Context: an optimization exercise on an open-source flow, tuned for a short achievable clock period, few clock cycles and low power. The choices shown serve that exercise and are no tape-out recipe.
At most, simulation tests tie the RTL to the original design; equivalence was not proved.
Function not checked in runs 3 to 6: the RTL went through the layout flow alone.
No activity file was given, so power comes from the tool's default toggle rates.

--- design/flow/config.mk ---
export PLATFORM = sky130hd
export DESIGN_NAME = armCore
export DESIGN_NICKNAME = armCore
export VERILOG_FILES = /design/flow/design.v
export SDC_FILE = /design/flow/constraint.sdc
export NUM_CORES = 4
export LEC_CHECK = 0
export ABC_CLOCK_PERIOD_IN_PS = 2500
export CAP_MARGIN = 20
export CORE_MARGIN = 2
export CORE_UTILIZATION = 40
export CTS_BUF_LIST = sky130_fd_sc_hd__clkbuf_16
export CTS_CLUSTER_DIAMETER = 60
export CTS_CLUSTER_SIZE = 30
export SETUP_SLACK_MARGIN = 3.5
export SLEW_MARGIN = 20
export SYNTH_HIERARCHICAL = 1
export SYNTH_MINIMUM_KEEP_SIZE = 0
--- design/flow/constraint.sdc ---
create_clock -name core_clock -period 7.5 [get_ports {clk}]
set_input_delay 1.5000 -clock core_clock [delete_from_list [all_inputs] [get_ports {clk}]]
set_output_delay 1.5000 -clock core_clock [all_outputs]
set_load 0.01 [all_outputs]
--- design/flow/run.sh ---
#!/bin/bash
# synth_recipe.tcl (not shown) runs the flow's synth.tcl, then flattens the netlist and writes it again
# the make line also repeats each setting of config.mk as NAME=value (left out here)
make -C /OpenROAD-flow-scripts/flow DESIGN_CONFIG=/design/flow/config.mk WORK_HOME=/design/flow/orfs CLKGATE_MAP_FILE= SYNTH_SCRIPT=/design/flow/synth_recipe.tcl finish
--- design/flow/design.v ---
`default_nettype none
package armPkg;
    localparam int wordWidth = 32;
    localparam int regAddrWidth = 4;
    typedef logic [wordWidth-1:0] word_t;        
    typedef logic [regAddrWidth-1:0] regAddr_t;
    typedef logic [3:0] flags_t;                 
    typedef logic [3:0] cond_t;
    typedef logic [2:0] aluOp_t;
    typedef logic [1:0] immSrc_t;
    typedef enum logic [3:0] {
        FETCH,
        DECODE,
        MEMADR,
        MEMRD,
        MEMWB,
        MEMWR,
        EXECUTER,
        EXECUTEI,
        ALUWB,
        BRANCH
    } ctrlState_t;
    localparam regAddr_t pcReg = 4'd15;
    localparam word_t pcStep = 32'd4;
    localparam logic [1:0] opDataProc = 2'b00;
    localparam logic [1:0] opMemory = 2'b01;
    localparam logic [1:0] opBranch = 2'b10;
    localparam logic [3:0] cmdAnd = 4'b0000;
    localparam logic [3:0] cmdEor = 4'b0001;
    localparam logic [3:0] cmdSub = 4'b0010;
    localparam logic [3:0] cmdAdd = 4'b0100;
    localparam logic [3:0] cmdOrr = 4'b1100;
    localparam aluOp_t aluAdd = 3'd0;
    localparam aluOp_t aluSub = 3'd1;
    localparam aluOp_t aluAnd = 3'd2;
    localparam aluOp_t aluOrr = 3'd3;
    localparam aluOp_t aluEor = 3'd4;
    localparam immSrc_t immDp8 = 2'b00;      
    localparam immSrc_t immMem12 = 2'b01;    
    localparam immSrc_t immBranch = 2'b10;   
endpackage
`default_nettype wire
`timescale 1ns/1ps
`default_nettype none
module armCore (
    input logic clk,
    input logic reset,
    output logic [31:0] adr,
    output logic [31:0] writeData,
    input logic [31:0] readData,
    output logic memWrite
);
    logic [10:2] pc;         
    logic [31:0] ir;
    logic [31:0] opA, opB;
    logic exDp;              
    logic exMem;             
    logic exStore;           
    logic exBr;              
    logic exSeq;             
    logic flagN, flagZ, flagC, flagV;
    logic [31:0] regs [0:14];
    function automatic logic condTest(input logic [3:0] c, input logic n, input logic z,
                                      input logic cf, input logic v);
        case (c)
            4'b0000: condTest = z;
            4'b0001: condTest = ~z;
            4'b0010: condTest = cf;
            4'b0011: condTest = ~cf;
            4'b0100: condTest = n;
            4'b0101: condTest = ~n;
            4'b0110: condTest = v;
            4'b0111: condTest = ~v;
            4'b1000: condTest = cf & ~z;
            4'b1001: condTest = ~cf | z;
            4'b1010: condTest = (n == v);
            4'b1011: condTest = (n != v);
            4'b1100: condTest = ~z & (n == v);
            4'b1101: condTest = z | (n != v);
            4'b1110: condTest = 1'b1;
            default: condTest = 1'b0;
        endcase
    endfunction
    logic [3:0] rd;
    logic loadBit;
    assign loadBit = ir[20];
    assign rd = ir[15:12];
    logic exAnd, exEor, exOrr, exAdd, exSub;     
    logic exFlagNZ, exFlagCV;                    
    logic [31:0] aluResult;
    logic [32:0] sum;
    logic newN, newZ, newC, newV;
    logic zAdd, zSub, zEor, zAnd, zOrr;
    armAdd32 aluAdd (.a(opA), .b(opB), .cin(exSub), .s(sum));
    assign aluResult = ({32{exAnd}} & (opA & opB)) | ({32{exEor}} & (opA ^ opB))
                     | ({32{exOrr}} & (opA | opB)) | ({32{exAdd | exSub}} & sum[31:0]);
    assign zAdd = ((opA ^ opB) == {opA[30:0] | opB[30:0], 1'b0});
    assign zSub = &(opA ^ opB);
    assign zEor = ((opA ^ opB) == 32'd0);
    assign zAnd = ((opA & opB) == 32'd0);
    assign zOrr = ((opA | opB) == 32'd0);
    assign newZ = (exAnd & zAnd) | (exEor & zEor) | (exOrr & zOrr) | (exAdd & zAdd)
                | (exSub & zSub);
    assign newN = aluResult[31];
    assign newC = sum[32];
    assign newV = (opA[31] == opB[31]) & (sum[31] != opA[31]);
    logic xN, xZ, xC, xV;    
    assign xN = exFlagNZ ? newN : flagN;
    assign xZ = exFlagNZ ? newZ : flagZ;
    assign xC = exFlagCV ? newC : flagC;
    assign xV = exFlagCV ? newV : flagV;
    logic isLoad, regWrite, pcLoad, exWrite;
    logic [31:0] wbData;
    logic [10:2] fetchAdr;
    assign isLoad = exMem & loadBit;
    assign fetchAdr = exBr ? opA[10:2] : pc;
    assign adr[31:11] = {opA[31:12], exMem & opA[11]};
    assign adr[10:2] = exSeq ? pc : opA[10:2];
    assign adr[1:0] = opA[1:0];
    assign writeData = opB;
    assign memWrite = exStore;
    assign wbData = isLoad ? readData : aluResult;
    assign regWrite = exDp | isLoad;
    assign pcLoad = regWrite & (rd == 4'd15);
    assign exWrite = exDp & (rd != 4'd15);    
    always_ff @(posedge clk) begin
        if (regWrite && rd != 4'd15)
            regs[rd] <= wbData;
    end
    logic [3:0] fRn, fRm, fRd, fRb, fCmd;
    logic fSub;
    logic [1:0] fOp;
    logic fImm, fHazard, fValid, fPass;
    logic fDp, fMem, fBr;
    logic [11:2] fR15;
    logic [31:0] fA, fB, fBase, fRegB;
    logic [511:0] regView;    
    always_comb begin
        for (int r = 0; r < 15; r++)
            regView[32 * r +: 32] = regs[r];
        regView[511:480] = {20'd0, fR15, 2'b00};
    end
    armRead16 readA (.d(regView), .s(fRn), .q(fBase));
    armRead16 readB (.d(regView), .s(fRb), .q(fRegB));
    logic [32:0] fAdr;
    assign fOp = readData[27:26];
    assign fRn = readData[19:16];
    assign fRd = readData[15:12];
    assign fRm = readData[3:0];
    assign fCmd = readData[24:21];
    assign fSub = (fOp == 2'b00) & (fCmd == 4'b0010);
    assign fRb = (fOp == 2'b01) ? fRd : fRm;
    assign fImm = (fOp == 2'b00) & readData[25];
    assign fR15 = {1'b0, fetchAdr} + 10'd2;
    assign fHazard = (fOp == 2'b01) & exWrite & (rd == fRn);
    assign fValid = ~(exMem | pcLoad | fHazard);
    assign fPass = fValid & condTest(readData[31:28], xN, xZ, xC, xV);
    assign fDp = fPass & (fOp == 2'b00);
    assign fMem = fPass & (fOp == 2'b01);
    assign fBr = fPass & (fOp == 2'b10);
    armAdrAdd adrAdd (.base(fBase), .off(readData[11:0]), .s(fAdr[31:0]));
    assign fAdr[32] = 1'b0;
    always_comb begin
        if (exWrite && rd == fRn)
            fA = aluResult;
        else
            fA = fBase;
        if (fImm)
            fB = {24'd0, readData[7:0]};
        else if (exWrite && rd == fRb)
            fB = aluResult;
        else
            fB = fRegB;
    end
    always_ff @(posedge clk) begin
        ir <= readData;
        case (fOp)
            2'b01: opA <= fAdr[31:0];
            2'b10: opA <= {21'd0, fetchAdr + 9'd2 + readData[8:0], 2'b00};   
            default: opA <= fA;
        endcase
        opB <= fSub ? ~fB : fB;
        exAnd <= (fCmd == 4'b0000);
        exEor <= (fCmd == 4'b0001);
        exOrr <= (fCmd == 4'b1100);
        exSub <= (fCmd == 4'b0010);
        exAdd <= (fCmd != 4'b0000) & (fCmd != 4'b0001) & (fCmd != 4'b1100)
               & (fCmd != 4'b0010);
    end
    always_ff @(posedge clk or posedge reset) begin
        if (reset) begin
            pc <= 9'd0;
            exDp <= 1'b0;
            exFlagNZ <= 1'b0;
            exFlagCV <= 1'b0;
            exMem <= 1'b0;
            exStore <= 1'b0;
            exBr <= 1'b0;
            exSeq <= 1'b1;
        end else begin
            if (pcLoad)
                pc <= wbData[10:2];
            else if (!exMem)
                pc <= fHazard ? fetchAdr : fetchAdr + 9'd1;
            exDp <= fDp;
            exFlagNZ <= fDp & readData[20];
            exFlagCV <= fDp & readData[20] & ((fCmd == 4'b0100) | (fCmd == 4'b0010));
            exMem <= fMem;
            exStore <= fMem & ~readData[20];
            exBr <= fBr;
            exSeq <= ~(fMem | fBr);
        end
    end
    always_ff @(posedge clk or posedge reset) begin
        if (reset) begin
            flagN <= 1'b0;
            flagZ <= 1'b0;
            flagC <= 1'b0;
            flagV <= 1'b0;
        end else begin
            flagN <= xN;
            flagZ <= xZ;
            flagC <= xC;
            flagV <= xV;
        end
    end
endmodule
module armRead16 (
    input logic [511:0] d,
    input logic [3:0] s,
    output logic [31:0] q
);
    assign q = d[32 * s +: 32];
endmodule
module armAdrAdd (
    input logic [31:0] base,
    input logic [11:0] off,
    output logic [31:0] s
);
    logic [11:0] p, g, gg, pp;
    logic [31:12] ones, inc;
    always_comb begin
        p = base[11:0] ^ off;
        g = base[11:0] & off;
        gg = g;
        pp = p;
        for (int d = 1; d < 12; d = d * 2) begin
            for (int i = 11; i >= d; i--) begin
                gg[i] = gg[i] | (pp[i] & gg[i - d]);
                pp[i] = pp[i] & pp[i - d];
            end
        end
        ones = base[31:12];
        for (int d = 1; d < 20; d = d * 2) begin
            for (int i = 31; i >= 12 + d; i--)
                ones[i] = ones[i] & ones[i - d];
        end
        inc = base[31:12] ^ {ones[30:12], 1'b1};
        s[11:0] = p ^ {gg[10:0], 1'b0};
        s[31:12] = gg[11] ? inc : base[31:12];
    end
endmodule
module armAdd32 (
    input logic [31:0] a,
    input logic [31:0] b,
    input logic cin,
    output logic [32:0] s
);
    logic [31:0] p, g, gg, pp;
    always_comb begin
        p = a ^ b;
        g = a & b;
        g[0] = g[0] | (p[0] & cin);
        gg = g;
        pp = p;
        for (int d = 1; d < 32; d = d * 2) begin
            for (int i = 31; i >= d; i--) begin
                gg[i] = gg[i] | (pp[i] & gg[i - d]);
                pp[i] = pp[i] & pp[i - d];
            end
        end
        s = {gg[31], p ^ {gg[30:0], cin}};
    end
endmodule
`default_nettype wire
==> run summary, run 1 <==
status: timing/DRC/antenna clean
largest net degree at the start of global routing: 50
share of layout cells above drive strength 1: 0.252
Rows: 105
Area growth syn-to-layout: 18.3%
GRT Overall Usage: 0.261
H-tree levels: 2
clk sinks: 574
crit path cell chain: fa_2, fa_2, a21o_1, a221o_1, a41oi_4, buf_12, nor4_4, o32ai_2, o21ai_2, mux2_4, nand2_2, o211ai_1, or2_4, a211oi_2, o31a_1, buf_6, a211oi_2
Detailed Place HPWL: 73,700 microns
synthesized area: 33,100 sq um
Max-Cap Viols: 0
Clock Path Buffers: 3
die footprint: 85,000 sq um
Die X: 292 microns
grt peak-use layer: met2
clock slew at reported path FFs: 0.06 ns
DRT Wirelength: 114,000 microns
fmax: 244 MHz
Initial DRT Pass Iterations: 6
Global Route met3 Usage: 0.0451
FF+latch area: 16,400 sq um
ys async rst share: 0.0348
minimum clock period: 4.09 ns
vias post-DR: 23,700
Seq pwr share: 0.386
clock network power share: 0.261
worst path required time: 7.97 ns
post-place instance area: 35,400 sq um
RSZ-0062 raised after global routing: yes
initial drt markers: 2,718
Skew-Pair Late Insertion Delay: 0.65 ns
CP delay by family, top: compound AO/OA/AOI/OAI gates
nets@finish: 2,800
worst-case clock skew: 0.0453 ns
CP startpoint kind: flip-flop
clock root cell: clkbuf_16
initial antenna violation count: 3
drt wl/cell: 30.6 microns
crit path buf inv count: 2
Combinational Power Share: 0.353
CP endpoint kind: flip-flop
CTS tree: built
WP data arrival: 4.56 ns
worst-margin pin slew: 1.15 ns
final setup margin: 3.41 ns
Design Power: 10.8 mW
Warnings, synthesis: 9
Switching Fraction: 0.367
Die Y: 292 microns
vias in the first global route: 23,600
P_sw: 3.96 mW
Slew headroom: 0.231
routing usage on met1: 0.350
setup TNS: 0 ns
footprint of the multi-input gates: 16,800 sq um
sequential fraction of the synthesis area: 0.496
final instance area: 39,100 sq um
Core Area: 82,000 sq um
number of I/O port buffers: 98
Initial Util: 0.404
final setup vio count: 0
CP max stage delay: 0.43 ns
final core utilization: 0.477
Hold Crit Class: flip-flop to flip-flop
drt via density: 6.33
LEAKAGE: 14.1 nW
Syn Inst Count: 2,483
commonest non-fill, non-tap cell in the layout: edfxtp_1
top_reg_cell synth: edfxtp_1
peak supply drop: 0.000170 V
DRC: 0
CP max FO: 7
Max Slew Vio Count: 0
total grt overflow: 0
Power Dens Cells: 276 nW/um^2
crit path max-delay cell type: fa_2
CTS Hold Bufs: 0
Distinct cells, synth: 80
fin crit share: 0.546
ANT nets after route: 0
worst hold slack: 0.609 ns
fillers: 7,169
Seq cells post-synth: 574
non-filler cells, final: 3,744
GP Congestion: 0.954
total CTS buffers: 47
syn avg cell area: 13.3 sq um
Int Power: 6.83 mW
Setup WS pre-CTS: 1.69 ns
IO Count: 99
commonest non-fill, non-tap cells in the layout: 480 x edfxtp_1, 256 x mux4_2, 209 x nand2_1, 123 x inv_1, 118 x a22oi_1
Final Hold Viols: 0
first-pass GRT wire length: 162,000 microns
number of synthesized flops with an enable pin: 480
Setup CP Type: flip-flop to flip-flop
placed cells: 3,573
GR Util met2: 0.433
-- cell families after synthesis --
logic type,synth area share
AOI/OAI and AO/OA,0.0945
xor gates and xnor gates,0.0392
adders and majority gates,0.0508
buffers and inverters,0.0424
DFF,0.496
muxes,0.198
other,0.000113
and+or+nand+nor,0.0796
-- cells in the mapped netlist (all sizes together) (4+ instances only) --
library cell  instances  share of area
a211o                 6         0.0016
a211oi               10         0.0024
a21o                 19         0.0043
a21oi                59         0.0089
a221oi                4         0.0011
a222oi               31         0.0094
a22o                  6         0.0016
a22oi               131          0.030
a31oi                36         0.0068
a41oi                 4         0.0016
and2                 11         0.0021
and3                 13         0.0028
buf                 100          0.019
clkbuf               80         0.0094
dfrtp                19          0.014
dfxtp                74          0.045
edfxtp              480           0.44
fa                    4         0.0024
ha                  128          0.048
inv                 121          0.014
mux2                 12         0.0041
mux2i                64          0.019
mux4                256           0.17
nand2               227          0.026
nand2b               10         0.0019
nand3                39         0.0063
nand3b                5         0.0011
nand4                34         0.0064
nor2                101          0.011
nor2b                13         0.0025
nor3                 29         0.0044
nor3b                 5         0.0011
nor4                 31         0.0073
nor4b                 6         0.0022
o211ai                8         0.0018
o21a                 10         0.0023
o21ai                92          0.014
o21bai                5         0.0011
or2                   6         0.0011
or3                  11         0.0023
xnor2               109          0.029
xor2                 39          0.010
-- per-module statistics from Yosys (local to each module, per instance) --
module / copies in the design / cells inside / cell area (sq um) / flip-flops and latches
armCore: 1 / 1556 / 22800 / 574
armRead16: 2 / 271 / 3730 / 0
armAdd32: 1 / 257 / 1820 / 0
armAdrAdd: 1 / 128 / 1020 / 0
-- power groups by stage --
stage	sequential [mW]	clock, mW	combinational (mW)
2_1_floorplan	4.14	0	2.07
3_3_place_gp	4.22	0	3.26
3_5_place_dp	4.22	0	3.32
4_1_cts	4.16	2.86	3.56
5_1_grt	4.18	2.96	4.03
6_report	4.16	2.81	3.81
-- state kept, by name, summed over array words and instances (netlist names), 5 cells and up --
register,cells
opA,32
regs,480
ir,5
pc,9
opB,32
-- layer usage --
metal  vias to the layer above  wire length (microns)
li1                      10000                      -
met1                     12200                  45300
met2                      1269                  55100
met3                       197                  10400
met4                         0                   3630
met5                         -                      0
-- worst paths after layout --
check | startpoint | endpoint | slack [ns] | cells past startpoint
max | opB[0] | exStore | 3.41 | 17
min reg2reg | flagC | flagC | 0.61 | 2
max reg2reg | opB[0] | exStore | 3.41 | 17
min | flagC | flagC | 0.61 | 2
max in group asynchronous | reset | exBr | 5.49 | 2
min in group asynchronous | reset | pc[6] | 1.39 | 2
-- cell type report --
type | instances | area share
Antenna cell | 1 | 0.0000639
Clock buffer | 47 | 0.0301
Clock inverter | 41 | 0.0151
Inverter | 121 | 0.0116
Multi-Input combinational cell | 1665 | 0.429
Sequential cell | 574 | 0.419
Tap cell | 1070 | 0.0342
Timing Repair Buffer | 225 | 0.0601
-- worst reg2reg max path, stage by stage, from the launching register on --
cell	delay [ns]
dfxtp_4	0.35
fa_2	0.43
fa_2	0.41
a21o_1	0.18
a221o_1	0.37
a41oi_4	0.24
buf_12	0.15
nor4_4	0.05
o32ai_2	0.34
o21ai_2	0.17
mux2_4	0.30
nand2_2	0.07
o211ai_1	0.10
or2_4	0.25
a211oi_2	0.17
o31a_1	0.17
buf_6	0.14
a211oi_2	0.07
-- timing repair --
action	in CTS	in global routing
pin swaps	35	43
gates cloned	12	7
setup buffers	33	30
resized for setup	133	91
setup endpoints to repair	146	80
Testbench counts, summed over its fixed seeds: cycles 79,078.
==> run 2: changes to the inputs <==
--- a/design/flow/config.mk
+++ b/design/flow/config.mk
@@ -9,8 +9,9 @@
 export CAP_MARGIN = 20
 export CORE_MARGIN = 2
-export CORE_UTILIZATION = 40
+export CORE_UTILIZATION = 60
 export CTS_BUF_LIST = sky130_fd_sc_hd__clkbuf_16
 export CTS_CLUSTER_DIAMETER = 60
 export CTS_CLUSTER_SIZE = 30
+export PLACE_DENSITY = 0.75
 export SETUP_SLACK_MARGIN = 3.5
 export SLEW_MARGIN = 20
==> run 2 against run 1 <==
Effect of this change: synthesized area stayed put; maximum frequency is 3.6% lower; clock power is 12% lower; sequential power hardly changed; sequential cell count stayed put; synthesized cell count stayed put; via count is 4.7% higher; worst hold slack better by 0.012 ns; clock skew is 0.012 ns higher; largest cell class unchanged.
==> run summary, run 2 <==
GR Util met2: 0.613 (+0.180)
drt via density: 7.35 (+16%)
Die Y: 239 microns (-18%)
final setup vio count: 0 (unchanged)
Core Area: 54,800 sq um (-33%)
r2r worst-path depth: 17 (unchanged)
grt peak-use layer: met2
syn avg cell area: 13.3 sq um (unchanged)
Die X: 239 microns (-18%)
Global Route met3 Usage: 0.0941 (+0.0490)
Power Dens Cells: 271 nW/um^2 (-1.5%)
Switching Fraction: 0.371 (+0.00378)
first-pass GRT wire length: 160,000 microns (-1.3%)
Critical R2R Capture: opA[19]
worst-margin pin slew: 1.20 ns (+0.0495 ns)
LEAKAGE: 14.0 nW (-0.27%)
initial drt markers: 3,880 (+43%)
WHS Endpoint: pc[10]
Seq cells post-synth: 574 (unchanged)
nets@finish: 2,804 (+0.14%)
CTS tree: built
Hold Crit Depth: 2 (unchanged)
fin crit share: 0.566 (+0.0203)
P_sw: 3.87 mW (-2.2%)
largest net degree at the start of global routing: 77 (+54%)
fillers: 3,549 (-50%)
minimum clock period: 4.24 ns (+0.152 ns)
clock root cell: clkbuf_16
DRC: 0 (unchanged)
commonest non-fill, non-tap cells in the layout: 480 x edfxtp_1, 256 x mux4_2, 205 x nand2_1, 122 x inv_1, 120 x a22oi_1
synthesized area: 33,100 sq um (unchanged)
share of layout cells above drive strength 1: 0.256 (+0.00431)
Max-Cap Viols: 0 (unchanged)
ys async rst share: 0.0348 (unchanged)
FF+latch area: 16,400 sq um (about the same)
area leader, netlist: edfxtp_1
CTS Hold Bufs: 0 (unchanged)
peak supply drop: 0.000267 V (+57%)
routing usage on met1: 0.538 (+0.187)
Combinational Power Share: 0.364 (+0.011)
vias in the first global route: 23,800 (+1.1%)
GRT Overall Usage: 0.393 (+0.132)
hold path startpoint: pc[10]
most common cell in the netlist: edfxtp_1
worst-case clock skew: 0.0569 ns (+0.0115 ns)
Hold Crit Class: flip-flop to flip-flop
Slew headroom: 0.198 (-0.0331)
H-tree levels: 2 (unchanged)
Area growth syn-to-layout: 16.3%
most frequent cells after synthesis: 480 x edfxtp_1, 256 x mux4_2, 227 x nand2_1
CP max FO: 6 (-1)
top_reg_cell synth: edfxtp_1
Seq pwr share: 0.400 (+0.014)
Synth top area share: 0.436 (unchanged)
ANT nets after route: 0 (unchanged)
r2r startpoint: exBr
footprint of the multi-input gates: 16,800 sq um (-0.16%)
CP startpoint kind: flip-flop
Int Power: 6.57 mW (-3.7%)
Ant. Diodes: 0 (-1)
final core utilization: 0.703 (+0.225)
Syn Inst Count: 2,483 (unchanged)
total grt overflow: 0 (unchanged)
clk sinks: 574 (unchanged)
Skew-Pair Late Insertion Delay: 0.63 ns (-0.02 ns)
Synth area leaders: edfxtp_1 44%, mux4_2 17%, ha_1 4.8%
Setup CP Type: flip-flop to flip-flop
commonest non-fill, non-tap cell in the layout: edfxtp_1
flop2flop setup slack: 3.26 ns (-0.15 ns)
vias post-DR: 24,800 (+4.7%)
Clock Path Buffers: 3 (unchanged)
clock slew at reported path FFs: 0.08 ns (+0.02 ns)
Warnings, synthesis: 9 (unchanged)
RSZ-0062 raised after global routing: yes
Rows: 86 (-18%)
status: timing/DRC/antenna clean
initial antenna violation count: 2 (-1)
total CTS buffers: 41 (-13%)
setup TNS: 0 ns (unchanged)
Largest regs: regs x480, opA x32, opB x32
WP data arrival: 4.77 ns (+0.21 ns)
Initial DRT Pass Iterations: 9 (+3)
fmax: 236 MHz (-3.6%)
drt wl/cell: 34.0 microns (+11%)
CP endpoint kind: flip-flop
max reg flops: 480 (unchanged)
GP Congestion: 0.982 (+3.0%)
Detailed Place HPWL: 70,400 microns (-4.4%)
Initial Util: 0.604 (+0.200)
sequential fraction of the synthesis area: 0.496 (unchanged)
Distinct cells, synth: 80 (unchanged)
worst path required time: 8.02 ns (+0.05 ns)
Max Slew Vio Count: 0 (unchanged)
DRT Wirelength: 115,000 microns (+0.37%)
clock network power share: 0.236 (-0.025)
die footprint: 57,000 sq um (-33%)
Final Hold Viols: 0 (unchanged)
IO Count: 99 (unchanged)
number of synthesized flops with an enable pin: 480 (unchanged)
number of I/O port buffers: 98 (unchanged)
register with the most flip-flops: regs
==> run 2: cell type report <==
cell class,count,share of cell area
clock buffer,42,0.0273
clock inverter,34,0.0111
inverter,121,0.0118
multi-input combinational,1659,0.436
sequential,574,0.427
tap,704,0.0229
timing repair buffer,241,0.0643
==> run 2: stage by stage <==
stage	cells	hold slack, ns	area, sq um	setup slack, ns	total power, mW
2_1_floorplan	2526	0.475	33400	3.27	6.21
3_3_place_gp	3203	0.497	34900	1.59	7.43
3_5_place_dp	3204	0.522	34900	1.57	7.49
4_1_cts	3331	0.585	37600	3.30	10.1
5_1_grt	3375	0.646	38500	3.17	10.8
6_report	3375	0.621	38500	3.26	10.4
==> run 2: per-module statistics from Yosys (local to each module, per instance) <==
module | flip-flops and latches | cells inside | times used | cell area (sq um)
armAdrAdd | 0 | 128 | 1 | 1020
armRead16 | 0 | 271 | 2 | 3730
armAdd32 | 0 | 257 | 1 | 1820
armCore | 574 | 1556 | 1 | 22800
==> run 2: how the worst max path moves through the flow <==
stage | startpoint | end | slack [ns] | cells past startpoint
2_1_floorplan | readData[16] | opA[13] | 3.27 | 14
3_3_place_gp | readData[27] | opB[6] | 1.59 | 11
3_5_place_dp | readData[27] | opB[4] | 1.57 | 11
4_1_cts | exBr | opA[18] | 3.30 | 15
5_1_grt | exBr | opA[17] | 3.17 | 19
6_report | exBr | opA[19] | 3.26 | 17
==> run 2: power groups by stage <==
stage          registers [mW]  clock network [mW]  logic [mW]
2_1_floorplan            4.14                   0        2.07
3_3_place_gp             4.23                   0        3.21
3_5_place_dp             4.23                   0        3.26
4_1_cts                  4.16                2.46        3.49
5_1_grt                  4.19                2.57        4.00
6_report                 4.18                2.46        3.80
==> run 2: cells by family (layout without fill, tap and decap cells) <==
group           count (synthesis)  in the layout  synth area share
compound gates                449            451            0.0945
xor+xnor                      148            148            0.0392
fa+ha+maj                     132            132            0.0508
buf+inv                       302            438            0.0424
flops                         574            574             0.496
mux                           332            338             0.198
other cells                     1             44          0.000113
simple gates                  545            546            0.0796
==> run 2: timing repair <==
action                     4_1_cts  5_1_grt
resized for setup              149       87
cloned                           9        5
setup endpoints to repair      194      179
pin swaps                       53       32
hold endpoints to repair         0        0
buffers inserted                42       39
==> run 2: per-layer routing <==
layer	vias up	wire length, microns
li1	10000	-
met1	12300	40500
met2	2162	53200
met3	355	16100
met4	4	5110
met5	-	26
==> run 2: worst max-delay path: stages, from the launching register on <==
cell,delay [ns]
dfrtp_2,0.51
mux2_4,0.40
nand2_2,0.15
nor2_4,0.06
xnor2_2,0.22
mux4_2,0.57
a22oi_1,0.28
nand2_2,0.18
ha_1,0.35
o21a_2,0.20
o2111ai_4,0.16
buf_12,0.18
o211a_4,0.24
buf_12,0.15
nor3b_4,0.17
xor2_1,0.19
nand2_1,0.08
o21ai_0,0.07
==> run 3: changes to the inputs <==
--- a/design/flow/design.v
+++ b/design/flow/design.v
@@ -238,17 +238,8 @@
     output logic [31:0] s
 );
-    logic [11:0] p, g, gg, pp;
+    logic c12;
     logic [31:12] ones, inc;
+    armKs #(.N(12)) lo (.a(base[11:0]), .b(off), .cin(1'b0), .s(s[11:0]), .cout(c12));
     always_comb begin
-        p = base[11:0] ^ off;
-        g = base[11:0] & off;
-        gg = g;
-        pp = p;
-        for (int d = 1; d < 12; d = d * 2) begin
-            for (int i = 11; i >= d; i--) begin
-                gg[i] = gg[i] | (pp[i] & gg[i - d]);
-                pp[i] = pp[i] & pp[i - d];
-            end
-        end
         ones = base[31:12];
         for (int d = 1; d < 20; d = d * 2) begin
@@ -257,7 +248,6 @@
         end
         inc = base[31:12] ^ {ones[30:12], 1'b1};
-        s[11:0] = p ^ {gg[10:0], 1'b0};
-        s[31:12] = gg[11] ? inc : base[31:12];
-    end
+    end
+    assign s[31:12] = c12 ? inc : base[31:12];
 endmodule
 module armAdd32 (
@@ -267,19 +257,46 @@
     output logic [32:0] s
 );
-    logic [31:0] p, g, gg, pp;
-    always_comb begin
-        p = a ^ b;
-        g = a & b;
-        g[0] = g[0] | (p[0] & cin);
-        gg = g;
-        pp = p;
-        for (int d = 1; d < 32; d = d * 2) begin
-            for (int i = 31; i >= d; i--) begin
-                gg[i] = gg[i] | (pp[i] & gg[i - d]);
-                pp[i] = pp[i] & pp[i - d];
+    armKs #(.N(32)) add (.a(a), .b(b), .cin(cin), .s(s[31:0]), .cout(s[32]));
+endmodule
+module armKs #(
+    parameter int N = 32
+) (
+    input logic [N-1:0] a,
+    input logic [N-1:0] b,
+    input logic cin,
+    output logic [N-1:0] s,
+    output logic cout
+);
+    localparam int L = $clog2(N);
+    logic [N-1:0] p0;
+    logic [N-1:0] g [0:L];
+    logic [N-1:0] p [0:L];
+    assign p0 = a ^ b;
+    assign g[0] = (a & b) | {{(N - 1){1'b0}}, p0[0] & cin};
+    assign p[0] = p0;
+    for (genvar l = 0; l < L; l++) begin : level
+        for (genvar i = 0; i < N; i++) begin : bit_
+            if (i >= (1 << l)) begin : node
+                armPg pg (.gh(g[l][i]), .ph(p[l][i]), .gl(g[l][i - (1 << l)]),
+                          .pl(p[l][i - (1 << l)]), .g(g[l + 1][i]), .p(p[l + 1][i]));
+            end else begin : pass
+                assign g[l + 1][i] = g[l][i];
+                assign p[l + 1][i] = p[l][i];
             end
         end
-        s = {gg[31], p ^ {gg[30:0], cin}};
-    end
+    end
+    assign s = p0 ^ {g[L][N-2:0], cin};
+    assign cout = g[L][N-1];
+endmodule
+module armPg (
+    input logic gh,
+    input logic ph,
+    input logic gl,
+    input logic pl,
+    output logic g,
+    output logic p
+);
+    assign g = gh | (ph & gl);
+    assign p = ph & pl;
 endmodule
 `default_nettype wire
--- a/design/flow/config.mk
+++ b/design/flow/config.mk
@@ -9,9 +9,8 @@
 export CAP_MARGIN = 20
 export CORE_MARGIN = 2
-export CORE_UTILIZATION = 60
+export CORE_UTILIZATION = 40
 export CTS_BUF_LIST = sky130_fd_sc_hd__clkbuf_16
 export CTS_CLUSTER_DIAMETER = 60
 export CTS_CLUSTER_SIZE = 30
-export PLACE_DENSITY = 0.75
 export SETUP_SLACK_MARGIN = 3.5
 export SLEW_MARGIN = 20
==> run 3 against run 2 <==
Effect of this change: still clean on timing, DRC and antenna; synthesized cell count grew 2.7%; critical path depth grew 4; via count shrank 1.4%; worst hold slack got worse by 0.063 ns; first-iteration DRC count decreased by 19%; final cell count grew 14%; power up 4.7%; design area up 1.9%; sequential power hardly changed; die area is 51% higher; synthesized area increased by 1.0%; sequential share of layout area down 0.78 points; critical endpoint is now opA[23]; highest routed layer is now met4.
==> run summary, run 3 <==
status: timing/DRC/antenna clean
Die X: 293 microns (+23%)
DRC: 0 (unchanged)
initial drt markers: 3,156 (-19%)
Switching Fraction: 0.380 (+0.00879)
Detailed Place HPWL: 82,000 microns (+16%)
GRT Overall Usage: 0.283 (-0.110)
crit path buf inv count: 4 (+2)
GP Congestion: 1.01 (+2.7%)
RSZ-0062 raised after global routing: yes
hold path startpoint: flagC
P_sw: 4.15 mW (+7.1%)
Largest regs: regs x480, opA x32, opB x32
total grt overflow: 0 (unchanged)
first-pass GRT wire length: 174,000 microns (+8.8%)
WP data arrival: 4.96 ns (+0.19 ns)
Ant. Diodes: 0 (unchanged)
register with the most flip-flops: regs
final core utilization: 0.472 (-0.231)
flop2flop setup slack: 3.10 ns (-0.16 ns)
drt via density: 6.34 (-14%)
Max Slew Vio Count: 0 (unchanged)
fmax: 227 MHz (-3.6%)
die footprint: 85,900 sq um (+51%)
final setup vio count: 0 (unchanged)
vias post-DR: 24,500 (-1.4%)
clock slew at reported path FFs: 0.08 ns (about the same)
final setup margin: 3.10 ns (-0.157 ns)
peak supply drop: 0.000172 V (-36%)
CP startpoint kind: flip-flop
Syn Inst Count: 2,551 (+2.7%)
total CTS buffers: 45 (+9.8%)
number of I/O port buffers: 98 (unchanged)
Hold Crit Class: flip-flop to flip-flop
worst path required time: 8.06 ns (+0.04 ns)
Initial DRT Pass Iterations: 6 (-3)
Die Y: 293 microns (+23%)
Max-Cap Viols: 0 (unchanged)
Initial Util: 0.402 (-0.202)
CP endpoint kind: flip-flop
fin crit share: 0.587 (+0.0209)
syn avg cell area: 13.1 sq um (-1.6%)
Setup WS pre-CTS: 1.86 ns (+0.284 ns)
Crit. Startpoint: exBr
crit path max-delay cell type: mux4_2
CP delay by family, top: simple AND/OR/NAND/NOR gates
initial antenna violation count: 2 (unchanged)
worst-case clock skew: 0.0663 ns (+0.00948 ns)
CP max FO: 5 (-1)
Slew headroom: 0.185 (-0.0130)
Combinational Power Share: 0.370 (+0.006)
CTS Hold Bufs: 0 (unchanged)
post-place instance area: 35,900 sq um (+2.8%)
CP endpoint: opA[23]
clock network power share: 0.245 (+0.009)
drt wl/cell: 32.4 microns (-4.8%)
nets@finish: 2,905 (+3.6%)
setup TNS: 0 ns (unchanged)
crit path cell chain: buf_6, buf_4, buf_4, mux2i_4, nor3_2, nand2_2, xor2_4, mux4_2, a22oi_2, nand2_2, ha_4, and2_4, and2_4, and2_4, a21o_4, nand4_4, nor4_4, buf_4, xor2_1, nand2_1, o21ai_1
critical path depth in cells: 21 (+4)
max reg flops: 480 (unchanged)
LEAKAGE: 15.4 nW (+9.6%)
ANT nets after route: 0 (unchanged)
commonest non-fill, non-tap cell in the layout: edfxtp_1
share of layout cells above drive strength 1: 0.235 (-0.0207)
r2r worst-path depth: 21 (+4)
r2r startpoint: exBr
Area growth syn-to-layout: 17.3%
Critical R2R Capture: opA[23]
Skew-Pair Late Insertion Delay: 0.67 ns (+0.04 ns)
CTS tree: built
worst-margin pin slew: 1.21 ns (+0.0121 ns)
Setup CP Type: flip-flop to flip-flop
Clock Path Buffers: 3 (unchanged)
Core Area: 83,200 sq um (+52%)
H-tree levels: 2 (unchanged)
Power Dens Cells: 279 nW/um^2 (+2.7%)
clk sinks: 574 (unchanged)
vias in the first global route: 24,400 (+2.3%)
Rows: 106 (+23%)
Warnings, synthesis: 18 (+9)
Seq pwr share: 0.385 (-0.015)
commonest non-fill, non-tap cells in the layout: 480 x edfxtp_1, 256 x mux4_2, 215 x nand2_1, 162 x a21o_1, 126 x a22oi_1
CP max stage delay: 0.50 ns (-0.07 ns)
IO Count: 99 (unchanged)
Int Power: 6.78 mW (+3.2%)
final instance area: 39,200 sq um (+1.9%)
DRT Wirelength: 125,000 microns (+8.8%)
minimum clock period: 4.40 ns (+0.157 ns)
synthesized area: 33,400 sq um (+1.0%)
largest net degree at the start of global routing: 80 (+3.9%)
Final Hold Viols: 0 (unchanged)
clock root cell: clkbuf_16
-- run 3: cell types whose count changed in the layout (fill, tap and decap cells not counted), moves of 14 or more --
| cell | previous run | this run |
|---|---|---|
| and2_1 | 8 | 117 |
| a21o_1 | 19 | 162 |
| nor3_1 | 17 | 2 |
| o21ai_0 | 70 | 92 |
| inv_1 | 122 | 86 |
| buf_6 | 11 | 34 |
| nand2_2 | 20 | 6 |
| mux2i_1 | 60 | 39 |
| xor2_1 | 38 | 64 |
| a222oi_1 | 31 | 3 |
| xnor2_1 | 101 | 83 |
-- run 3: how the worst min path moves through the flow --
| stage | endpoint | cells after the start |
|---|---|---|
| finish | flagC | 1 |
| global route | flagC | 1 |
| CTS | flagC | 1 |
| detailed placement | flagC | 1 |
| global placement | flagC | 1 |
| floorplan | flagZ | 2 |
-- run 3: power groups by stage --
stage / clock, mW / combinational [mW] / sequential (mW)
finish: 2.68 / 4.04 / 4.21
global placement: 0 / 3.42 / 4.25
CTS: 2.70 / 3.71 / 4.19
global route: 2.82 / 4.23 / 4.22
detailed placement: 0 / 3.46 / 4.25
floorplan: 0 / 2.09 / 4.15
-- run 3: what timing repair did --
action | 4_1_cts | 5_1_grt
setup endpoints to repair | 68 | 60
resized for setup | 87 | 72
buffers inserted | 62 | 37
pin swaps | 22 | 25
gates cloned | 8 | 4
-- run 3: area by class of cell --
class,count,area [sq um]
Fill cell,7161,43900
Multi-Input combinational cell,1773,17000
Clock buffer,45,1130
Tap cell,1080,1350
Clock inverter,39,531
Timing Repair Buffer,259,2500
Sequential cell,574,16400
Inverter,88,330
-- run 3: metrics by stage --
| stage | total power, mW | std cells | hold slack (ns) |
|---|---|---|---|
| final | 10.9 | 3858 | 0.558 |
| after detailed placement | 7.71 | 3663 | 0.539 |
| after floorplan | 6.25 | 2594 | 0.474 |
| after CTS | 10.6 | 3817 | 0.553 |
| after global placement | 7.67 | 3661 | 0.537 |
| after global routing | 11.3 | 3858 | 0.570 |
-- run 3: routing by layer --
metal | GRT usage | up-vias | wire (microns)
met3 | 0.0413 | 296 | 11100
met4 | 0.134 | 0 | 6990
li1 | - | 10200 | -
met5 | 0 | - | 0
met1 | 0.371 | 12500 | 48100
met2 | 0.464 | 1436 | 58800
==> run 4: changes to the inputs <==
--- a/design/flow/config.mk
+++ b/design/flow/config.mk
@@ -13,5 +13,5 @@
 export CTS_CLUSTER_DIAMETER = 60
 export CTS_CLUSTER_SIZE = 30
-export SETUP_SLACK_MARGIN = 3.5
+export SETUP_SLACK_MARGIN = 4.0
 export SLEW_MARGIN = 20
 export SYNTH_HIERARCHICAL = 1
==> run 4 against run 3 <==
Effect of this change: synthesized area is the same; die area is the same; worst setup slack gained 0.023 ns; worst hold slack lost 0.015 ns; global-route usage grew 0.93 points; combinational power shrank 1%; sequential cell count is the same; sequential share of layout area shrank 0.58 points; non-clock buffer count shrank 12; power shrank 1.0%; clock-buffer cell count grew 1; critical endpoint is now opA[30].
==> run summary, run 4 <==
clock slew at reported path FFs: 0.08 ns (about the same)
CTS tree: built
minimum clock period: 4.38 ns (-0.0230 ns)
peak supply drop: 0.000181 V (+5.6%)
CP max FO: 7 (+2)
Max-Cap Viols: 0 (unchanged)
number of I/O port buffers: 98 (unchanged)
vias in the first global route: 24,500 (+0.63%)
share of layout cells above drive strength 1: 0.277 (+0.0416)
Core Area: 83,200 sq um (unchanged)
CP endpoint kind: flip-flop
first-pass GRT wire length: 178,000 microns (+2.2%)
GRT Overall Usage: 0.292 (+0.00933)
syn avg cell area: 13.1 sq um (unchanged)
clock network power share: 0.242 (-0.003)
Initial Util: 0.402 (unchanged)
r2r worst-path depth: 21 (unchanged)
Detailed Place HPWL: 83,300 microns (+1.6%)
max reg flops: 480 (unchanged)
Warnings, synthesis: 18 (unchanged)
worst-case clock skew: 0.0539 ns (-0.0125 ns)
largest net degree at the start of global routing: 64 (-20%)
Combinational Power Share: 0.369 (about the same)
drt via density: 6.30 (-0.61%)
drt wl/cell: 33.1 microns (+2.1%)
setup TNS: 0 ns (unchanged)
Rows: 106 (unchanged)
H-tree levels: 2 (unchanged)
synthesized area: 33,400 sq um (unchanged)
die footprint: 85,900 sq um (unchanged)
vias post-DR: 24,300 (-0.82%)
commonest non-fill, non-tap cell in the layout: edfxtp_1
status: timing/DRC/antenna clean
Int Power: 6.76 mW (-0.24%)
Die Y: 293 microns (unchanged)
Design Power: 10.8 mW (-1.0%)
worst path required time: 8.03 ns (-0.03 ns)
Initial DRT Pass Iterations: 6 (unchanged)
initial antenna violation count: 3 (+1)
Seq pwr share: 0.389 (+0.004)
post-place instance area: 35,900 sq um (about the same)
CP startpoint kind: flip-flop
Max Slew Vio Count: 0 (unchanged)
ANT nets after route: 0 (unchanged)
Setup CP Type: flip-flop to flip-flop
WP data arrival: 4.91 ns (-0.05 ns)
Power Dens Cells: 271 nW/um^2 (-2.8%)
LEAKAGE: 15.4 nW (+0.24%)
DRT Wirelength: 127,000 microns (+1.9%)
Hold Crit Depth: 2 (+1)
Switching Fraction: 0.375 (-0.00501)
total grt overflow: 0 (unchanged)
register with the most flip-flops: regs
fmax: 228 MHz (+0.52%)
Hold Crit Class: flip-flop to flip-flop
initial drt markers: 3,017 (-4.4%)
worst-margin pin slew: 1.17 ns (-0.0401 ns)
total CTS buffers: 46 (+2.2%)
DRC: 0 (unchanged)
Die X: 293 microns (unchanged)
IO Count: 99 (unchanged)
Slew headroom: 0.217 (+0.0317)
Area growth syn-to-layout: 19.4%
P_sw: 4.05 mW (-2.3%)
Clock Path Buffers: 3 (unchanged)
commonest non-fill, non-tap cells in the layout: 480 x edfxtp_1, 256 x mux4_2, 198 x nand2_1, 161 x a21o_1, 116 x and2_1
clk sinks: 574 (unchanged)
CTS Hold Bufs: 0 (unchanged)
GP Congestion: 0.974 (-3.3%)
final setup vio count: 0 (unchanged)
nets@finish: 2,897 (-0.28%)
final instance area: 39,900 sq um (+1.8%)
Syn Inst Count: 2,551 (unchanged)
Skew-Pair Late Insertion Delay: 0.62 ns (-0.05 ns)
clock root cell: clkbuf_16
Final Hold Viols: 0 (unchanged)
RSZ-0062 raised after global routing: yes
Largest regs: regs x480, opA x32, opB x32
fin crit share: 0.584 (-0.00306)
==> run 4: final timing paths <==
kind | startpoint | to | slack [ns]
hold reg to reg | flagZ | flagZ | 0.54
hold / removal | flagZ | flagZ | 0.54
setup / recovery | exBr | opA[30] | 3.12
max in group asynchronous | reset | exBr | 5.52
min in group asynchronous | reset | flagN | 1.39
setup reg to reg | exBr | opA[30] | 3.12
==> run 4: what timing repair did <==
| action | CTS | global route |
|---|---|---|
| endpoints found under the hold margin | 0 | 0 |
| setup endpoints to repair | 212 | 73 |
| resized for setup | 236 | 78 |
| pin swaps | 49 | 40 |
| gates cloned | 23 | 4 |
| buffers inserted | 59 | 23 |
==> run 4: through the flow <==
stage	utilization	std cells	hold WS (ns)	setup WS, ns
after CTS	0.473	3822	0.551	3.16
after detailed placement	0.432	3656	0.534	1.81
after global placement	0.431	3655	0.531	1.79
after global routing	0.480	3849	0.578	2.96
after floorplan	-	2594	0.474	3.22
final	0.480	3850	0.543	3.12
==> run 4: cell type report <==
class | count | area, sq um
Antenna cell | 1 | 2.50
Sequential cell | 574 | 16500
Clock inverter | 38 | 455
Clock buffer | 46 | 1150
Fill cell | 7154 | 43200
Tap cell | 1080 | 1350
Timing Repair Buffer | 247 | 2550
Multi-Input combinational cell | 1776 | 17600
Inverter | 88 | 345
==> run 4: per-layer routing <==
metal,GRT usage,wire length (microns),up-vias
li1,-,-,10200
met1,0.368,48200,12500
met2,0.491,62100,1343
met3,0.0550,11200,228
met4,0.129,5950,2
met5,0,9,-
==> run 4: power by group through the flow <==
stage	Combinational, mW	Clock [mW]	Sequential (mW)
final	3.99	2.61	4.21
after global routing	4.22	2.76	4.22
after floorplan	2.11	0	4.15
after CTS	3.83	2.65	4.19
after global placement	3.43	0	4.24
after detailed placement	3.48	0	4.25
==> run 4: critical path, cell delays in order (launching register included) <==
cell	delay [ns]
dfrtp_2	0.44
buf_8	0.17
mux2i_4	0.21
inv_2	0.12
nand3_4	0.08
or3_4	0.42
xnor2_4	0.16
mux4_2	0.51
a22oi_2	0.16
nand2_2	0.11
ha_4	0.29
and2_4	0.13
and2_4	0.13
and2_4	0.13
a21o_4	0.16
buf_6	0.11
and4_4	0.26
nand3_4	0.11
nor4_4	0.27
xor2_1	0.21
nand2_1	0.07
o21ai_1	0.08
==> run 5: changes to the inputs <==
--- a/design/flow/design.v
+++ b/design/flow/design.v
@@ -90,7 +90,7 @@
     logic [31:0] aluResult;
     logic [32:0] sum;
-    logic newN, newZ, newC, newV;
+    logic newN, newZ, newC, newV, carry31;
     logic zAdd, zSub, zEor, zAnd, zOrr;
-    armAdd32 aluAdd (.a(opA), .b(opB), .cin(exSub), .s(sum));
+    armAdd32 aluAdd (.a(opA), .b(opB), .cin(exSub), .s(sum), .c31(carry31));
     assign aluResult = ({32{exAnd}} & (opA & opB)) | ({32{exEor}} & (opA ^ opB))
                      | ({32{exOrr}} & (opA | opB)) | ({32{exAdd | exSub}} & sum[31:0]);
@@ -102,7 +102,7 @@
     assign newZ = (exAnd & zAnd) | (exEor & zEor) | (exOrr & zOrr) | (exAdd & zAdd)
                 | (exSub & zSub);
-    assign newN = aluResult[31];
+    assign newN = (exAdd | exSub) ? (opA[31] ^ opB[31] ^ carry31) : aluResult[31];
     assign newC = sum[32];
-    assign newV = (opA[31] == opB[31]) & (sum[31] != opA[31]);
+    assign newV = (opA[31] == opB[31]) & (carry31 != opA[31]);
     logic xN, xZ, xC, xV;    
     assign xN = exFlagNZ ? newN : flagN;
@@ -152,8 +152,15 @@
     assign fRb = (fOp == 2'b01) ? fRd : fRm;
     assign fImm = (fOp == 2'b00) & readData[25];
-    assign fR15 = {1'b0, fetchAdr} + 10'd2;
+    assign fR15 = exBr ? {1'b0, opA[10:2]} + 10'd2 : {1'b0, pc} + 10'd2;
     assign fHazard = (fOp == 2'b01) & exWrite & (rd == fRn);
     assign fValid = ~(exMem | pcLoad | fHazard);
-    assign fPass = fValid & condTest(readData[31:28], xN, xZ, xC, xV);
+    logic [15:0] fCondTable;
+    logic fCond;
+    always_comb begin
+        for (int k = 0; k < 16; k++)
+            fCondTable[k] = condTest(readData[31:28], k[3], k[2], k[1], k[0]);
+    end
+    armPass passSel (.t(fCondTable), .n(xN), .z(xZ), .c(xC), .v(xV), .p(fCond));
+    assign fPass = fValid & fCond;
     assign fDp = fPass & (fOp == 2'b00);
     assign fMem = fPass & (fOp == 2'b01);
@@ -240,5 +247,5 @@
     logic c12;
     logic [31:12] ones, inc;
-    armKs #(.N(12)) lo (.a(base[11:0]), .b(off), .cin(1'b0), .s(s[11:0]), .cout(c12));
+    armKs #(.N(12)) lo (.a(base[11:0]), .b(off), .cin(1'b0), .s(s[11:0]), .cout(c12), .cmsb());
     always_comb begin
         ones = base[31:12];
@@ -255,7 +262,8 @@
     input logic [31:0] b,
     input logic cin,
-    output logic [32:0] s
+    output logic [32:0] s,
+    output logic c31           
 );
-    armKs #(.N(32)) add (.a(a), .b(b), .cin(cin), .s(s[31:0]), .cout(s[32]));
+    armKs #(.N(32)) add (.a(a), .b(b), .cin(cin), .s(s[31:0]), .cout(s[32]), .cmsb(c31));
 endmodule
 module armKs #(
@@ -266,5 +274,6 @@
     input logic cin,
     output logic [N-1:0] s,
-    output logic cout
+    output logic cout,
+    output logic cmsb          
 );
     localparam int L = $clog2(N);
@@ -288,4 +297,15 @@
     assign s = p0 ^ {g[L][N-2:0], cin};
     assign cout = g[L][N-1];
+    assign cmsb = g[L][N-2];
+endmodule
+module armPass (
+    input logic [15:0] t,
+    input logic n,
+    input logic z,
+    input logic c,
+    input logic v,
+    output logic p
+);
+    assign p = t[{n, z, c, v}];
 endmodule
 module armPg (
==> run 5 against run 4 <==
Effect of this change: register-to-register slack better by 0.16 ns; critical path depth shrank 7; synthesized area is 1.3% higher; clock skew down 0.0062 ns; synthesized cell count rose by 0.24%; via count grew 0.54%; non-clock buffer count is 17 higher; power is 1.7% higher; utilization rose by 0.064 points; final cell count rose by 1.3%; sequential share of layout area shrank 0.25 points; die area grew 1.2%.
==> run summary, run 5 <==
minimum clock period: 4.24 ns (-0.141 ns)
Slew headroom: 0.265 (+0.0484)
CP endpoint kind: flip-flop
status: timing/DRC/antenna clean
Critical R2R Capture: opA[9]
initial drt markers: 2,879 (-4.6%)
syn avg cell area: 13.2 sq um (+1.0%)
IO Count: 99 (unchanged)
Crit. Startpoint: readData[16]
vias post-DR: 24,400 (+0.54%)
synthesized area: 33,800 sq um (+1.3%)
WL met1: 46,400 microns (-3.6%)
Die X: 295 microns (+0.61%)
vias in the first global route: 24,400 (-0.33%)
drt wl/cell: 30.8 microns (-7.0%)
RSZ-0062 raised after global routing: yes
Area growth syn-to-layout: 18.8%
Max Slew Vio Count: 0 (unchanged)
Clock Path Buffers: 3 (unchanged)
r2r worst-path depth: 15 (-29%)
DRT Wirelength: 120,000 microns (-5.8%)
initial antenna violation count: 3 (unchanged)
post-place instance area: 36,300 sq um (+1.0%)
GP Congestion: 1.02 (+4.3%)
nets@finish: 2,899 (+0.069%)
WP data arrival: 4.65 ns (-0.26 ns)
first-pass GRT wire length: 172,000 microns (-3.6%)
worst path required time: 7.91 ns (-0.12 ns)
flop2flop setup slack: 3.28 ns (+0.16 ns)
Final Hold Viols: 0 (unchanged)
CP max FO: 6 (-1)
LEAKAGE: 14.9 nW (-2.9%)
Warnings, synthesis: 18 (unchanged)
fin crit share: 0.565 (-0.0188)
CTS tree: built
Hold Crit Class: flip-flop to flip-flop
Met2 Routed Length: 58,000 microns (-6.5%)
P_sw: 4.15 mW (+2.4%)
commonest non-fill, non-tap cell in the layout: edfxtp_1
final setup vio count: 0 (unchanged)
GRT Overall Usage: 0.274 (-0.0182)
CP startpoint kind: input port
share of layout cells above drive strength 1: 0.303 (+0.0261)
worst-margin pin slew: 1.10 ns (-0.0689 ns)
total grt overflow: 0 (unchanged)
clock network power share: 0.218 (-0.024)
Int Power: 6.85 mW (+1.2%)
clock root cell: clkbuf_16
Rows: 106 (unchanged)
WL met3: 10000 microns (-11%)
drt via density: 6.25 (-0.77%)
Seq pwr share: 0.391 (+0.002)
CTS Hold Bufs: 0 (unchanged)
Power Dens Cells: 273 nW/um^2 (+0.88%)
largest net degree at the start of global routing: 65 (+1.6%)
Die Y: 295 microns (+0.61%)
peak supply drop: 0.000142 V (-22%)
Hold Crit Depth: 1 (-1)
Initial Util: 0.404 (+0.00245)
Syn Inst Count: 2,557 (+0.24%)
Combinational Power Share: 0.390 (+0.021)
Initial DRT Pass Iterations: 7 (+1)
final core utilization: 0.481 (+0.000636)
worst-case clock skew: 0.0477 ns (-0.00619 ns)
DRC: 0 (unchanged)
Design Power: 11.0 mW (+1.7%)
register with the most flip-flops: regs
commonest non-fill, non-tap cells in the layout: 480 x edfxtp_1, 260 x mux4_2, 160 x a21o_1, 144 x nand2_1, 126 x buf_4
Switching Fraction: 0.377 (+0.00255)
number of I/O port buffers: 98 (unchanged)
Setup CP Type: input port to flip-flop
Core Area: 83,700 sq um (+0.64%)
clk sinks: 574 (unchanged)
WHS Endpoint: flagC
max reg flops: 480 (unchanged)
final instance area: 40,200 sq um (+0.77%)
die footprint: 87,000 sq um (+1.2%)
Max-Cap Viols: 0 (unchanged)
Detailed Place HPWL: 78,400 microns (-5.8%)
Largest regs: regs x480, opA x32, opB x32
r2r startpoint: exBr
H-tree levels: 2 (unchanged)
Skew-Pair Late Insertion Delay: 0.61 ns (about the same)
fmax: 236 MHz (+3.3%)
clock slew at reported path FFs: 0.07 ns (about the same)
ANT nets after route: 0 (unchanged)
total CTS buffers: 40 (-13%)
Max Used Layer: met5
hold path startpoint: flagC
setup TNS: 0 ns (unchanged)
[run 5: cell type report]
| class | instances | area, sq um |
|---|---|---|
| Clock buffer | 41 | 1030 |
| Multi-Input combinational cell | 1766 | 17900 |
| Clock inverter | 31 | 394 |
| Sequential cell | 574 | 16500 |
| Tap cell | 1134 | 1420 |
| Timing Repair Buffer | 264 | 2600 |
| Inverter | 89 | 357 |
| Antenna cell | 2 | 5.00 |
| Fill cell | 7192 | 43500 |
[run 5: worst max-delay path by stage]
stage / depth (start not counted) / to
after floorplan: 17 / opA[25]
after global placement: 15 / opA[26]
after detailed placement: 15 / opA[31]
after CTS: 20 / opA[31]
after global routing: 22 / opA[26]
final: 14 / opA[9]
[run 5: through the flow]
stage / std cells / setup slack [ns] / hold slack (ns)
floorplan: 2600 / 3.22 / 0.518
finish: 3901 / 3.26 / 0.555
global route: 3899 / 3.17 / 0.574
CTS: 3861 / 3.26 / 0.559
detailed placement: 3705 / 1.83 / 0.569
global placement: 3704 / 1.90 / 0.562
[run 5: critical path, stage by stage]
cell and delay, ns:
clkbuf_16 0.15, buf_12 0.15, mux4_2 0.52, a22oi_2 0.27
nand2_1 0.18, ha_4 0.27, buf_4 0.14, a21o_1 0.19
a21o_1 0.19, a21o_1 0.14, a21o_1 0.19, xor2_1 0.17
a21boi_0 0.33, a41oi_1 0.23
[run 5: what timing repair did]
item	in CTS	in global routing
setup endpoints to repair	375	146
cloned	16	1
buffers inserted	68	37
pin swaps	36	21
resized for setup	300	76
hold endpoints to repair	0	0
[run 5: metal layers]
layer	global-route usage	up-vias
met3	0.0397	252
met2	0.459	1290
met4	0.117	2
met1	0.356	12500
met5	0	-
li1	-	10300
[run 5: power by group through the flow]
stage	Sequential, mW	Combinational [mW]	Clock, mW
final	4.30	4.29	2.40
after global routing	4.32	4.54	2.53
after CTS	4.30	4.06	2.44
after detailed placement	4.33	3.65	0
after global placement	4.33	3.59	0
after floorplan	4.22	2.27	0
==> run 6: changes to the inputs <==
--- a/design/flow/config.mk
+++ b/design/flow/config.mk
@@ -13,5 +13,5 @@
 export CTS_CLUSTER_DIAMETER = 60
 export CTS_CLUSTER_SIZE = 30
-export SETUP_SLACK_MARGIN = 4.0
+export SETUP_SLACK_MARGIN = 3.5
 export SLEW_MARGIN = 20
 export SYNTH_HIERARCHICAL = 1
==> run 6 against run 5 <==
Effect of this change: still clean on timing, DRC and antenna; die area unchanged; critical path depth unchanged; first-iteration DRC count up 1.4%; worst hold slack better by 0.022 ns; clock-buffer cell count up 5; power down 0.13%; utilization down 1.2 points; maximum frequency up 1.4%.
==> run summary, run 6 <==
status: timing/DRC/antenna clean
Setup CP Type: flip-flop to flip-flop
nets@finish: 2,850 (-1.7%)
Hold Crit Depth: 2 (+1)
clk sinks: 574 (unchanged)
initial antenna violation count: 3 (unchanged)
Power Dens Cells: 280 nW/um^2 (+2.5%)
commonest non-fill, non-tap cells in the layout: 480 x edfxtp_1, 256 x mux4_2, 159 x a21o_1, 155 x nand2_1, 124 x and2_1
clock slew at reported path FFs: 0.08 ns (about the same)
Largest regs: regs x480, opA x32, opB x32
Syn Inst Count: 2,557 (unchanged)
final core utilization: 0.468 (-0.0121)
drt wl/cell: 29.9 microns (-2.7%)
Int Power: 6.84 mW (-0.15%)
die footprint: 87,000 sq um (unchanged)
vias post-DR: 24,000 (-1.7%)
vias in the first global route: 23,900 (-2.2%)
fin crit share: 0.557 (-0.00785)
Switching Fraction: 0.377 (about the same)
total grt overflow: 0 (unchanged)
max reg flops: 480 (unchanged)
largest net degree at the start of global routing: 65 (unchanged)
WP data arrival: 4.69 ns (+0.04 ns)
Max Slew Vio Count: 0 (unchanged)
synthesized area: 33,800 sq um (unchanged)
CP endpoint kind: flip-flop
Combinational Power Share: 0.368 (-0.022)
Setup WS pre-CTS: 1.91 ns (+0.0781 ns)
peak supply drop: 0.000187 V (+32%)
Die X: 295 microns (unchanged)
Clock Path Buffers: 3 (unchanged)
Initial Util: 0.404 (unchanged)
Seq pwr share: 0.388 (-0.003)
share of layout cells above drive strength 1: 0.243 (-0.0600)
CTS tree: built
Hold Crit Class: flip-flop to flip-flop
RSZ-0062 raised after global routing: yes
setup TNS: 0 ns (unchanged)
commonest non-fill, non-tap cell in the layout: edfxtp_1
fmax: 239 MHz (+1.4%)
CP max FO: 5 (-1)
first-pass GRT wire length: 166,000 microns (-3.3%)
WHS Endpoint: pc[3]
ANT nets after route: 0 (unchanged)
Design Power: 11.0 mW (-0.13%)
CP startpoint kind: flip-flop
minimum clock period: 4.18 ns (-0.0589 ns)
DRT Wirelength: 115,000 microns (-3.7%)
number of I/O port buffers: 98 (unchanged)
Warnings, synthesis: 18 (unchanged)
flop2flop setup slack: 3.32 ns (+0.04 ns)
worst path required time: 8.02 ns (+0.11 ns)
Detailed Place HPWL: 78,100 microns (-0.40%)
IO Count: 99 (unchanged)
final instance area: 39,200 sq um (-2.5%)
clock root cell: clkbuf_16
fillers: 7,281 (+1.2%)
post-place instance area: 36,300 sq um (about the same)
initial drt markers: 2,920 (+1.4%)
r2r startpoint: exSub
Final Hold Viols: 0 (unchanged)
drt via density: 6.22 (-0.56%)
Skew-Pair Late Insertion Delay: 0.64 ns (+0.03 ns)
P_sw: 4.14 mW (about the same)
clock network power share: 0.243 (+0.025)
final setup vio count: 0 (unchanged)
Die Y: 295 microns (unchanged)
Ant. Diodes: 0 (-2)
r2r worst-path depth: 14 (-1)
worst-case clock skew: 0.0488 ns (+0.00114 ns)
total CTS buffers: 46 (+15%)
Slew headroom: 0.249 (-0.0161)
register with the most flip-flops: regs
DRC: 0 (unchanged)
syn avg cell area: 13.2 sq um (unchanged)
Critical R2R Capture: exFlagCV
Max-Cap Viols: 0 (unchanged)
worst-margin pin slew: 1.13 ns (+0.0241 ns)
LEAKAGE: 14.7 nW (-2.0%)
final setup margin: 3.32 ns (+0.0589 ns)
Initial DRT Pass Iterations: 6 (-1)
GP Congestion: 0.971 (-4.4%)
Area growth syn-to-layout: 15.8%
Rows: 106 (unchanged)
Core Area: 83,700 sq um (unchanged)
hold path startpoint: pc[3]
GRT Overall Usage: 0.263 (-0.0110)
H-tree levels: 2 (unchanged)
==> run 6: cell types whose count changed in the layout (fill, tap and decap cells not counted), sizes merged, moves of 6 or more <==
cell	before	now
buf	164	112
clkdlybuf4s50	73	89
inv	101	107
clkinvlp	0	7
dlygate4sd2	12	2
==> run 6: per-stage QoR <==
step / std cells / hold slack [ns]
6_report: 3858 / 0.577
4_1_cts: 3837 / 0.574
2_1_floorplan: 2600 / 0.518
5_1_grt: 3858 / 0.591
3_5_place_dp: 3705 / 0.565
3_3_place_gp: 3704 / 0.554
==> run 6: power groups by stage <==
stage	logic (mW)	registers, mW	clock network [mW]
after global routing	4.28	4.28	2.82
final	4.04	4.27	2.67
after floorplan	2.26	4.22	0
after global placement	3.56	4.32	0
after CTS	3.85	4.26	2.71
after detailed placement	3.62	4.33	0
==> run 6: area by class of cell <==
class	count	area, sq um	area share
clock buffers	46	1150	0.0294
clock inverters	40	517	0.0132
inverters	89	343	0.00875
multi-input cells	1762	17300	0.440
flip-flops and latches	574	16400	0.419
well taps	1134	1420	0.0362
repair buffers	213	2090	0.0534
==> run 6: worst max-delay path: stages, from the launching register on <==
cell	delay [ns]
dfxtp_1	0.41
fa_2	0.45
a21o_4	0.27
a21o_2	0.28
a21o_2	0.30
a21o_1	0.24
a21o_1	0.22
mux2_2	0.32
mux4_1	0.25
mux2i_2	0.09
mux2i_4	0.37
nand3_2	0.18
a21oi_4	0.18
and3_4	0.26
nor4b_2	0.23
==> run 6: how the worst max path moves through the flow <==
stage               cells after the start  slack (ns)  endpoint          from
finish                                 14        3.32  exFlagCV         exSub
global route                           20        3.21   opA[30]          exBr
CTS                                    23        3.32   opA[31]          exBr
detailed placement                     14        1.91   opA[31]  readData[16]
global placement                       15        1.94   opA[31]  readData[16]
floorplan                              17        3.22   opA[25]  readData[16]
==> run 6: repair_timing <==
item,4_1_cts,5_1_grt
hold endpoints to repair,0,0
endpoints found under the setup margin,84,62
hold buffers,0,0
gates resized for setup,116,48
buffers inserted,36,15
cloned,10,2
pin swaps,22,15
==> run 6: routing by layer <==
metal	wire length, microns	vias up	GRT usage	share of wire
li1	-	10200	-	-
met1	45700	12300	0.357	0.40
met2	55100	1235	0.430	0.48
met3	9880	233	0.0349	0.086
met4	4760	2	0.101	0.041
met5	13	-	0	0.00011

afterwards: timing with drivers on the ports:
In the flow no input, the clock included, has a driving cell. The finished layouts below were timed again as built, in two steps.
Step 1 sets driving cells, clkbuf_16 on the clock port and buf_2 on the other inputs (assumed; they add their load-dependent delay and slew).
Step 2, shift: input delay + t, output delay - t, t = (earliest + latest rising clock arrival at the registers) / 2. This alone moves slack from input paths to output paths.
Three values: no drivers, after step 1, after step 2; two values: the first two.
| run | shift t [ns] | setup WS [ns] | worst hold slack (ns) | worst register clock-pin slew, ns | cell pins on the clock port's net |
|---|---|---|---|---|---|
| run 1 | 0.692 | 3.408 / 3.209 / 2.517 | 0.609 / 0.609 / 0.609 | 0.10 / 0.10 | 1 |
| run 2 | 0.663 | 3.256 / 3.063 / 2.400 | 0.621 / 0.621 / 0.621 | 0.12 / 0.12 | 1 |
| run 3 | 0.704 | 3.099 / 3.099 / 2.402 | 0.558 / 0.558 / 0.558 | 0.11 / 0.11 | 1 |
| run 4 | 0.666 | 3.122 / 2.952 / 2.286 | 0.543 / 0.543 / 0.543 | 0.11 / 0.11 | 1 |
| run 5 | 0.651 | 3.263 / 2.867 / 2.216 | 0.555 / 0.555 / 0.555 | 0.11 / 0.11 | 1 |
| run 6 | 0.684 | 3.322 / 3.162 / 2.477 | 0.577 / 0.577 / 0.577 | 0.10 / 0.10 | 1 |
After both steps setup and hold are still met in every run listed. The setup slack of run 5, which loses most, moves by -0.396 ns with the drivers and by -1.047 ns with both steps.
